This design comes from an exercise in tuning for small area on the open sky130 flow, not from production work.
Function was checked by simulation only, so behaviour that the tests miss may differ from the original.

==> flow/design.v (outline; a module is shown in full before it is edited, if it fits) <==
// module first_guess: 42 lines
// module gs_recip_lut: 269 lines
// module first_guess_mult: 69 lines
// module gs_fa: 4 lines
// module gs_ha: 4 lines
// module gs_aoi22: 3 lines
// module gs_xnor2: 3 lines
// module gs_bsel: 5 lines
// module gs_bsel0: 5 lines
// module gs_mul: 5900 lines
module first_guess_mult
(
  input  logic              clk,
  input  logic              rst,
  input  logic              in_valid,
  input  logic              seed_sel,
  input  logic [31:0]       d_hi,
  input  logic [gs_div_pkg::W_OP-1:0]   a0,
  input  logic [gs_div_pkg::W_OP-1:0]   a1,
  input  logic [gs_div_pkg::W_F-1:0]    b,
  output logic [gs_div_pkg::W_F-1:0]    f_seed,
  output logic [gs_div_pkg::W_P-1:0]    c0,
  output logic [gs_div_pkg::W_P-1:0]    c1,
  output logic [gs_div_pkg::W_OP-1:0]   n_next,
  output logic [gs_div_pkg::W_OP-1:0]   d_next,
  output logic [gs_div_pkg::W_F-1:0]    f_next,
  output logic              out_valid
);
  // ...
==> flow/run.sh <==
#!/bin/bash
# synth_recipe.tcl (not shown) runs the flow's synth.tcl, then flattens the netlist and writes it again
# the make line also repeats each setting of config.mk as NAME=value (left out here)
make -C /OpenROAD-flow-scripts/flow DESIGN_CONFIG=/design/flow/config.mk WORK_HOME=/design/flow/orfs CLKGATE_MAP_FILE= SYNTH_SCRIPT=/design/flow/synth_recipe.tcl finish
==> flow/config.mk <==
export PLATFORM = sky130hd
export DESIGN_NAME = first_guess_mult
export DESIGN_NICKNAME = first_guess_mult
export VERILOG_FILES = /design/flow/design.v
export SDC_FILE = /design/flow/constraint.sdc
export NUM_CORES = 4
export LEC_CHECK = 0
export CAP_MARGIN = 20
export CORE_MARGIN = 2
export CORE_UTILIZATION = 40
export SLEW_MARGIN = 20
export SYNTH_HIERARCHICAL = 1
==> flow/constraint.sdc <==
create_clock -name core_clock -period 20.0 [get_ports {clk}]
set_input_delay 4.0000 -clock core_clock [delete_from_list [all_inputs] [get_ports {clk}]]
set_output_delay 4.0000 -clock core_clock [all_outputs]
set_load 0.01 [all_outputs]
==> impl_metrics.py, run 1 <==
metrics = {
    "status": {
        "run_status": "complete, no violations",
    },
    "final_layout": {
        "multi_input_area_um2": 97730,
        "syn_to_final_growth_pct": 12.81,
        "drive_gt1_share_pct": 33.37,
        "nonClkBufAreaFrac_pct": 7.858,
        "seqCellArea_um2": 5559,
        "final_common_cell": "xnor2_1",
        "nonClockBufferCount": 995,
    },
    "cts": {
        "postCtsSetupBuffers": 0,
        "ctsResizeCount": 0,
    },
    "floorplan": {
        "num_tap_cells": 3515,
        "core_area_um2": 262000,
    },
    "critical_path": {
        "crit_buf_inv": 4,
        "path_delay_family": "adder cells",
        "path_common_cell": "ha_4",
        "crit_type": "reg -> out",
    },
    "grt": {
        "grt_pass1_wl_mm": 659.7,
        "grt-busiest-layer": "met2",
        "track_usage_pct": 34.07,
    },
    "timing": {
        "slew-limit-headroom_pct": 9.639,
        "grt_setup_unrepaired": "false",
        "worst_slack_ns": 0.4060,
    },
    "place": {
        "place_inst": 12470,
        "place_area_um2": 117800,
    },
    "detailed_routing": {
        "ant_nets": 0,
        "first_pass_iters": 6,
        "avgRoutedWirePerCell_um": 36.95,
    },
    "hold_path": {
        "hold_class": "reg -> reg",
        "whs_endpoint": "f_seed_r[24]",
    },
    "logic_synthesis": {
        "synthesis.nets": 10790,
        "synth_mux_area_share_pct": 1.136,
        "ys_ff_latch": 194,
        "synthAdderAreaFrac_pct": 41.54,
    },
}
==> inputs of run 2 (changes only) <==
==> flow/flow/run.sh (new file) <==
#!/bin/bash
# The standard layout (standard.sh: ORFS synthesis to final layout; the
# synthesis itself is unchanged), with three layout changes:
#  - before floorplanning, combinational cells that synthesis mapped above drive
#    strength 1 are set to drive strength 1 (flow/downsize.tcl); the flow's own
#    timing and slew repair upsizes again where needed;
#  - the buffers ORFS puts on every input and output port are the smallest buffer
#    cell instead of the resizer's default choice;
#  - after global routing's timing repair, gates on paths with positive slack are
#    downsized (ORFS's power-recovery pass).
# make's output goes to standard.log; each ORFS step keeps its own log under orfs/logs.
set -euo pipefail
export PRE_FLOORPLAN_TCL="$PWD/flow/downsize.tcl"
export BUFFER_PORTS_ARGS="-buffer_cell sky130_fd_sc_hd__buf_1"
export RECOVER_POWER=100
bash standard.sh > standard.log 2>&1
==> flow/flow/downsize.tcl (new file) <==
# Gate sizing before floorplan: every combinational cell that synthesis mapped to
# a drive strength above 1 is set to its drive-1 variant (same function); the
# flow's timing and electrical repair resizes again wherever that is needed.
set n 0
foreach inst [get_cells *] {
  set m [get_property $inst ref_name]
  if {[regexp {^(sky130_fd_sc_hd__(a|o|n|x|mux|inv|and|or|buf|clkbuf|maj|ha|fa)\w*)_([2-9]|1[0-9])$} $m -> base]} {
    set lc [get_lib_cells ${base}_1]
    if {[llength $lc] == 1} {
      replace_cell $inst $lc
      incr n
    }
  }
}
puts "downsize: $n cells set to drive strength 1"
==> flow/standard.sh (new file) <==
#!/bin/bash
# synth_recipe.tcl (not shown) runs the flow's synth.tcl, then flattens the netlist and writes it again
# the make line also repeats each setting of config.mk as NAME=value (left out here)
make -C /OpenROAD-flow-scripts/flow DESIGN_CONFIG=/design/flow/config.mk WORK_HOME=/design/flow/orfs CLKGATE_MAP_FILE= SYNTH_SCRIPT=/design/flow/synth_recipe.tcl "${@:-finish}"
removed: flow/run.sh
==> run 2 against run 1 <==
Now fails the layout checks on max-capacitance violations, max-slew violations. Final cell count fell by 4.3%. Utilization fell by 1.1 points. Die area fell by 12%. Maximum frequency fell by 0.25%. Via count rose by 0.36%. Non-clock buffer count fell by 52. Count of clock-buffer cells in the layout fell by 10. Design area fell by 14%. Critical path type unchanged. Critical endpoint is now n_next[56].
==> impl_metrics.py, run 2 <==
metrics = {
    "place": {
        "globalplace.congestion": 0.9682,
        "dpl.hpwl_mm": 293.8,
        "buffer_ports.inserted": 584,
        "dp_slack_ns": 1.372,
    },
    "timing": {
        "period_minus_slack_ns": 19.64,
        "slew-limit-headroom_pct": -167.8,
        "fin_crit_sh_pct": 98.21,
        "worst_pin_slew_ns": 4.017,
        "clock.fmax_ghz": 0.05091,
        "final-hold-violation-count": 0,
        "whs_ns": 0.4915,
        "grt_setup_unrepaired": "false",
        "slew_viol_final": 294,
        "setup_viol": 0,
        "worst_slack_ns": 0.3570,
        "fin_skew_ns": 0,
        "finalSetupTns_ns": 0,
    },
    "critical_path": {
        "critical_path.max_fanout": 34,
        "max_stage_delay_ns": 1.11,
        "path_delay_family": "adder cells",
        "crit_arrival_ns": 15.64,
        "path_common_cell": "fa_1",
        "r2r_start": "f_r[11]",
        "worstSetupEndpointType": "primary output",
        "cp.required_ns": 16.00,
        "slowest_stage": "a211oi_1",
        "rr_worst_depth": 4,
        "rr_endpoint": "f_r[11]",
        "cp-start-kind": "register",
        "r2r_setup_slack_ns": 16.58,
        "crit_buf_inv": 5,
        "crit_start": "f_r[11]",
        "crit_type": "reg -> out",
    },
    "cts": {
        "ctsResizeCount": 0,
        "clkSinkCount": 194,
        "postCtsSetupBuffers": 0,
        "clk_pin_slew_ns": 0.09,
        "cts_tree": "built",
        "htreeDepth": 4,
        "cts-root-buf": "clkbuf_16",
        "max-clock-path-buffers": 2,
        "numCtsBuffers": 17,
        "clock_latency_ns": 0.58,
        "cts_hold_buffers": 0,
    },
    "final_layout": {
        "n_fill_cell": 21740,
        "drive_gt1_share_pct": 5.857,
        "utilization_pct": 44.24,
        "fin_nets": 11370,
        "top_regs": "a0_r: 64 flops, a1_r: 64 flops, f_r: 33 flops",
        "layout_common_cells": "xnor2_1 (2169), a22oi_1 (2146), fa_1 (2048), buf_1 (571), buf_4 (336)",
        "final_common_cell": "xnor2_1",
    },
    "floorplan": {
        "rows": 176,
        "initial_core_util_pct": 40.27,
        "core_area_um2": 230300,
        "die_h_um": 485.5,
        "ios": 586,
        "die_area_um2": 235700,
        "die_w_um": 485.5,
    },
    "logic_synthesis": {
        "synthesis.nets": 10790,
        "ys_warn_count": 9,
        "syn_inst": 8357,
    },
    "detailed_routing": {
        "post_drt_via_cell_ratio": 6.928,
        "first_pass_iters": 12,
        "met1_length_mm": 157.0,
        "wl_met3_mm": 62.99,
        "highest_layer": "met5",
        "routed-via-count": 83020,
        "drc_errors": 0,
        "avgRoutedWirePerCell_um": 36.39,
        "drt_iter0_markers": 13410,
        "ant_nets": 0,
        "dr_wl_met2_mm": 184.3,
        "wl_mm": 436.1,
    },
    "grt": {
        "grt_antenna_before_repair": 28,
        "grt_pass1_wl_mm": 625.4,
        "grt_pass1_vias": 88230,
        "grt_max_degree": 103,
        "grt_overflow": 0,
        "track_usage_pct": 36.20,
    },
    "hold_path": {
        "hold_class": "reg -> reg",
        "min_from": "f_seed_r[17]",
        "hold-path-cell-count": 1,
        "whs_endpoint": "f_seed_r[17]",
    },
    "status": {
        "run_status": "finished with violations",
        "check.faults": "max-capacitance violations, max-slew violations",
    },
    "run": {
        "cap_violations": 7,
    },
}
[run 2: cell type report]
cell class / count / area, µm² / share of cell area [%]
clock inverter: 15 / 198.9 / 0.1952
inverter: 258 / 968.4 / 0.9504
timing repair buffer: 943 / 4981 / 4.888
tap: 3026 / 3786 / 3.716
clock buffer: 17 / 425.4 / 0.4175
sequential: 194 / 5559 / 5.455
antenna: 11 / 27.53 / 0.02701
multi-input combinational: 7519 / 85950 / 84.35
[run 2: layer usage]
layer / vias up / track usage (%)
met3: 1723 / 13.12
met1: 42560 / 45.75
met2: 7652 / 52.99
met4: 30 / 21.58
met5: - / 0.1225
li1: 31050 / -
[run 2: metrics by stage]
| stage | std cells | instance area (µm²) |
|---|---|---|
| after global routing | 11980 | 101900 |
| final | 11980 | 101900 |
| after detailed placement | 11940 | 101400 |
| after CTS | 11970 | 102000 |
| after floorplan | 8357 | 93510 |
| after global placement | 11940 | 101400 |
[run 2: how the worst max path moves through the flow]
| stage | endpoint | slack [ns] | cells after the start |
|---|---|---|---|
| 2_1_floorplan | f_next[32] | -3.36 | 58 |
| 3_3_place_gp | f_next[32] | 1.56 | 56 |
| 3_5_place_dp | f_next[32] | 1.37 | 55 |
| 4_1_cts | f_next[32] | 0.70 | 55 |
| 5_1_grt | f_next[32] | 0.11 | 58 |
| 6_report | n_next[56] | 0.36 | 30 |

-- static timing again, ports no longer ideal --
No port has a modelled driver above. Below, the same layouts with a new extraction and two added sets of constraints.
Step 1 assumes that a clkbuf_16 drives the clock port and a buf_2 every other input.
Step 2 adds t to the input delays and takes it off the output delays; t is the mean of the earliest and latest rising clock arrival at the registers after step 1. Input paths then give back, and output paths get back, about the clock's delay inside the block.
Three values: ideal, step 1, step 2; two values: the first two.
run | t (ns) | setup slack, ns | worst data-port slew with drivers (ns)
run 1 | 0.708 | 0.406 / 0.324 / 1.032 | 0.12
run 2 | 0.676 | 0.357 / 0.278 / 0.955 | 0.15
